From an optimization exercise on the open Yosys and OpenROAD flow, aimed at small area, a short achievable clock period and few clock cycles per item; shortcuts taken in it are not production practice. RTL that was checked went through simulation tests only; none was proved equivalent to the original. Power is estimated from default activity; no workload was simulated.

old:
Design color_key_corner_search, start of the top module:
module color_key_corner_search #(
	parameter int unsigned FRAME_WIDTH  = 640,
	parameter int unsigned FRAME_HEIGHT = 480,
	parameter int unsigned RADIUS       = 25
) (
	input  wire logic                                clk,
	input  wire logic                                arst_n,
	input  wire logic                                s_axis_tvalid,
	output logic                                     s_axis_tready,
	input  wire logic [ckcs_pkg::IN_TDATA_W-1:0]     s_axis_tdata,
	input  wire logic                                s_axis_tlast,
	output logic                                     m_axis_tvalid,
	input  wire logic                                m_axis_tready,
	output logic [ckcs_pkg::OUT_TDATA_W-1:0]         m_axis_tdata,
	input  wire logic                                cfg_wen,
	input  wire logic [ckcs_pkg::CFG_IDX_W-1:0]      cfg_addr,
	input  wire logic [ckcs_pkg::CFG_DAT_W-1:0]      cfg_wdata
);
Size: roughly 1800 cells after synthesis, roughly 290 flip-flops, roughly 130 I/O pins.
==> flow/config.mk <==
export PLATFORM = sky130hd
export DESIGN_NAME = color_key_corner_search
export DESIGN_NICKNAME = color_key_corner_search
export VERILOG_FILES = /design/flow/design.v
export SDC_FILE = /design/flow/constraint.sdc
export NUM_CORES = 4
export LEC_CHECK = 0
export CAP_MARGIN = 20
export CORE_MARGIN = 2
export CORE_UTILIZATION = 40
export SETUP_SLACK_MARGIN = 4.0
export SLEW_MARGIN = 20
==> flow/constraint.sdc <==
create_clock -name core_clock -period 7.5 [get_ports {clk}]
set_input_delay 1.5000 -clock core_clock [delete_from_list [all_inputs] [get_ports {clk}]]
set_output_delay 1.5000 -clock core_clock [all_outputs]
set_load 0.01 [all_outputs]
standard.sh (not shown) runs the stock make flow with config.mk's settings and CLKGATE_MAP_FILE= SYNTH_SCRIPT=/design/flow/synth_recipe.tcl, a recipe that flattens the netlist after the stock synthesis.
==> flow/flow/run.sh <==
#!/bin/bash
# Standard layout, with the port buffers made from buf_1 cells.
cp standard.sh standard_sh.txt
export BUFFER_PORTS_ARGS="-buffer_cell sky130_fd_sc_hd__buf_1"
bash standard.sh > standard.log 2>&1
Testbench counts of old, summed over its fixed seeds: cycles 2,457,648, items 2,457,600.
The following lists how new was set up differently from old:
--- a/flow/design.v
+++ b/flow/design.v
@@ -60,63 +60,76 @@
 	output logic                                     s_axis_tready,
 	input  wire logic [ckcs_pkg::IN_TDATA_W-1:0]     s_axis_tdata,
 	input  wire logic                                s_axis_tlast,
 	output logic                                     m_axis_tvalid,
 	input  wire logic                                m_axis_tready,
 	output logic [ckcs_pkg::OUT_TDATA_W-1:0]         m_axis_tdata,
 	input  wire logic                                cfg_wen,
 	input  wire logic [ckcs_pkg::CFG_IDX_W-1:0]      cfg_addr,
 	input  wire logic [ckcs_pkg::CFG_DAT_W-1:0]      cfg_wdata
 );
 	localparam logic [10:0] RAD = 11'(RADIUS);
+	logic        cw_q;          
+	logic [2:0]  cw_addr_q;
+	logic [9:0]  cw_data_q;
 	logic [10:0] w_c, w_hi;
 	logic [9:0]  w_lo;
 	always_comb begin
-		w_c  = cfg_addr[0] ? 11'(cfg_wdata[8:0]) : 11'(cfg_wdata[9:0]);
+		w_c  = cw_addr_q[0] ? 11'(cw_data_q[8:0]) : 11'(cw_data_q);
 		w_lo = 10'((w_c > RAD) ? ((w_c - RAD) >> 1) : 11'd0);
-		if (cfg_addr[0]) begin
+		if (cw_addr_q[0]) begin
 			w_hi = (w_c + RAD <= 11'(FRAME_HEIGHT)) ? (w_c + RAD - 11'd1) : 11'(FRAME_HEIGHT - 1);
 		end else begin
 			w_hi = (w_c + RAD <= 11'(FRAME_WIDTH)) ? (w_c + RAD - 11'd1) : 11'(FRAME_WIDTH - 1);
 		end
+	end
+	always_ff @(posedge clk) begin
+		cw_addr_q <= cfg_addr;
+		cw_data_q <= cfg_wdata[9:0];
 	end
 	logic [8:0]  l_sxh, r_sxh;      
 	logic [9:0]  l_exm1, r_exm1;    
 	logic [7:0]  l_syh, r_syh;      
 	logic [8:0]  l_eym1, r_eym1;    
 	logic [23:0] l_nkey, r_nkey;    
 	logic [10:0] nthr;              
 	always_ff @(posedge clk or negedge arst_n) begin
 		if (!arst_n) begin
 			l_sxh  <= '0;
 			l_exm1 <= 10'(RADIUS - 1);
 			l_syh  <= '0;
 			l_eym1 <= 9'(RADIUS - 1);
 			r_sxh  <= '0;
 			r_exm1 <= 10'(RADIUS - 1);
 			r_syh  <= '0;
 			r_eym1 <= 9'(RADIUS - 1);
 			l_nkey <= ~ckcs_pkg::KEY_RESET;
 			r_nkey <= ~ckcs_pkg::KEY_RESET;
 			nthr   <= 11'd1024 - 11'(ckcs_pkg::THR_RESET);
-		end else if (cfg_wen) begin
-			case (cfg_addr)
-				3'd0: begin l_sxh <= w_lo[8:0]; l_exm1 <= w_hi[9:0]; end
-				3'd1: begin l_syh <= w_lo[7:0]; l_eym1 <= w_hi[8:0]; end
-				3'd2: begin r_sxh <= w_lo[8:0]; r_exm1 <= w_hi[9:0]; end
-				3'd3: begin r_syh <= w_lo[7:0]; r_eym1 <= w_hi[8:0]; end
-				3'd4: l_nkey <= ~cfg_wdata[23:0];
-				3'd5: r_nkey <= ~cfg_wdata[23:0];
-				3'd6: nthr   <= 11'd1024 - 11'(cfg_wdata[9:0]);
-				default: ;
-			endcase
+		end else begin
+			if (cw_q && !cw_addr_q[2]) begin
+				case (cw_addr_q[1:0])
+					2'd0: begin l_sxh <= w_lo[8:0]; l_exm1 <= w_hi[9:0]; end
+					2'd1: begin l_syh <= w_lo[7:0]; l_eym1 <= w_hi[8:0]; end
+					2'd2: begin r_sxh <= w_lo[8:0]; r_exm1 <= w_hi[9:0]; end
+					default: begin r_syh <= w_lo[7:0]; r_eym1 <= w_hi[8:0]; end
+				endcase
+			end
+			if (cfg_wen) begin
+				case (cfg_addr)
+					3'd4: l_nkey <= ~cfg_wdata[23:0];
+					3'd5: r_nkey <= ~cfg_wdata[23:0];
+					3'd6: nthr   <= 11'd1024 - 11'(cfg_wdata[9:0]);
+					default: ;
+				endcase
+			end
 		end
 	end
 	logic [8:0] i_row, i_ch;
 	assign i_row = s_axis_tdata[40:32];
 	assign i_ch  = s_axis_tdata[50:42];
 	function automatic logic [8:0] kdiff(input logic [7:0] x, input logic [7:0] nk);
 		logic [8:0] t;
 		t     = 9'(x) + 9'(nk);
 		kdiff = {t[8], t[7:0] ^ {8{~t[8]}}};
 	endfunction
 	logic        tready_q, v1_q, v2_q, in_frame_q, res_valid_q;
@@ -209,32 +222,34 @@
 				lb_col <= {ch2_q, lb2_q};
 			end
 			if (r_upd) begin
 				rb_row <= row2_q;
 				rb_col <= {ch2_q, rb2_q};
 			end
 		end
 	end
 	always_ff @(posedge clk or negedge arst_n) begin
 		if (!arst_n) begin
 			tready_q    <= 1'b1;
+			cw_q        <= 1'b0;
 			v1_q        <= 1'b0;
 			v2_q        <= 1'b0;
 			in_frame_q  <= 1'b0;
 			res_valid_q <= 1'b0;
 		end else begin
+			cw_q <= cfg_wen;
 			v1_q <= s_axis_tvalid && tready_q;
 			v2_q <= v1_q;
-			if (s_axis_tvalid && tready_q && s_axis_tlast) begin
+			if (cfg_wen || (s_axis_tvalid && tready_q && s_axis_tlast)) begin
 				tready_q <= 1'b0;
-			end else if (res_valid_q && m_axis_tready) begin
+			end else if ((res_valid_q && m_axis_tready) || cw_q) begin
 				tready_q <= 1'b1;
 			end
 			if (v2_q) begin
 				in_frame_q <= !last2_q;
 			end
 			if (v2_q && last2_q) begin
 				res_valid_q <= 1'b1;
 			end else if (m_axis_tready) begin
 				res_valid_q <= 1'b0;
 			end
 		end
[summary]
Termination of the worst setup path: rb_row[5] -> new, l_syh[3] -> old
new against old; summed area of non-filler cells in the final layout is up slightly.
Lower cell-internal power among old and new: new
new ended with less count of inserted antenna diode cells than old.
Higher wire length among old and new: old
Category of the critical setup timing path: primary input to flip-flop -> old, flip-flop to flip-flop -> new
When new is measured against old, its non-clock buffer count turns out 7 lower.
new vs old — transition at the pin with the smallest max-transition slack dropped 0.097 ns.
From old to new the numbers moved as follows: fraction of power consumed by the clock network now larger; number of vias per cell comparable; xor and xnor area share after synthesis now smaller; met1 routed wirelength after detailed routing now smaller; first-pass GRT wire length now smaller.
For new, only the layout was checked, not whether the RTL still works.

separate check: timing with driven ports:
The results above use ideal ports. As a check the final layouts listed here were re-extracted and re-timed, cells and wires unchanged. Step 1 sets driving cells, clkbuf_16 on the clock port and buf_2 on the other inputs (assumed; they add their load-dependent delay and slew). Step 2 also shifts input and output timing later by t, the mid clock arrival at the registers, as if the neighbouring blocks saw the same clock. a / b / c = no drivers / after step 1 / after step 2; a / b = the first two.
| run | t, ns | setup slack, ns | worst setup path at the end | worst slew at a driven data input, ns | cell pins on the clock port's net |
|---|---|---|---|---|---|
| old | 0.587 | 4.073 / 4.093 / 3.506 | input to register | 0.09 | 1 |
| new | 0.599 | 4.062 / 4.062 / 3.581 | input to register | 0.10 | 1 |
After both steps setup and hold are still met in every run listed. For old, which loses most, drivers alone change the setup slack by +0.020 ns; drivers and shift together by -0.567 ns.
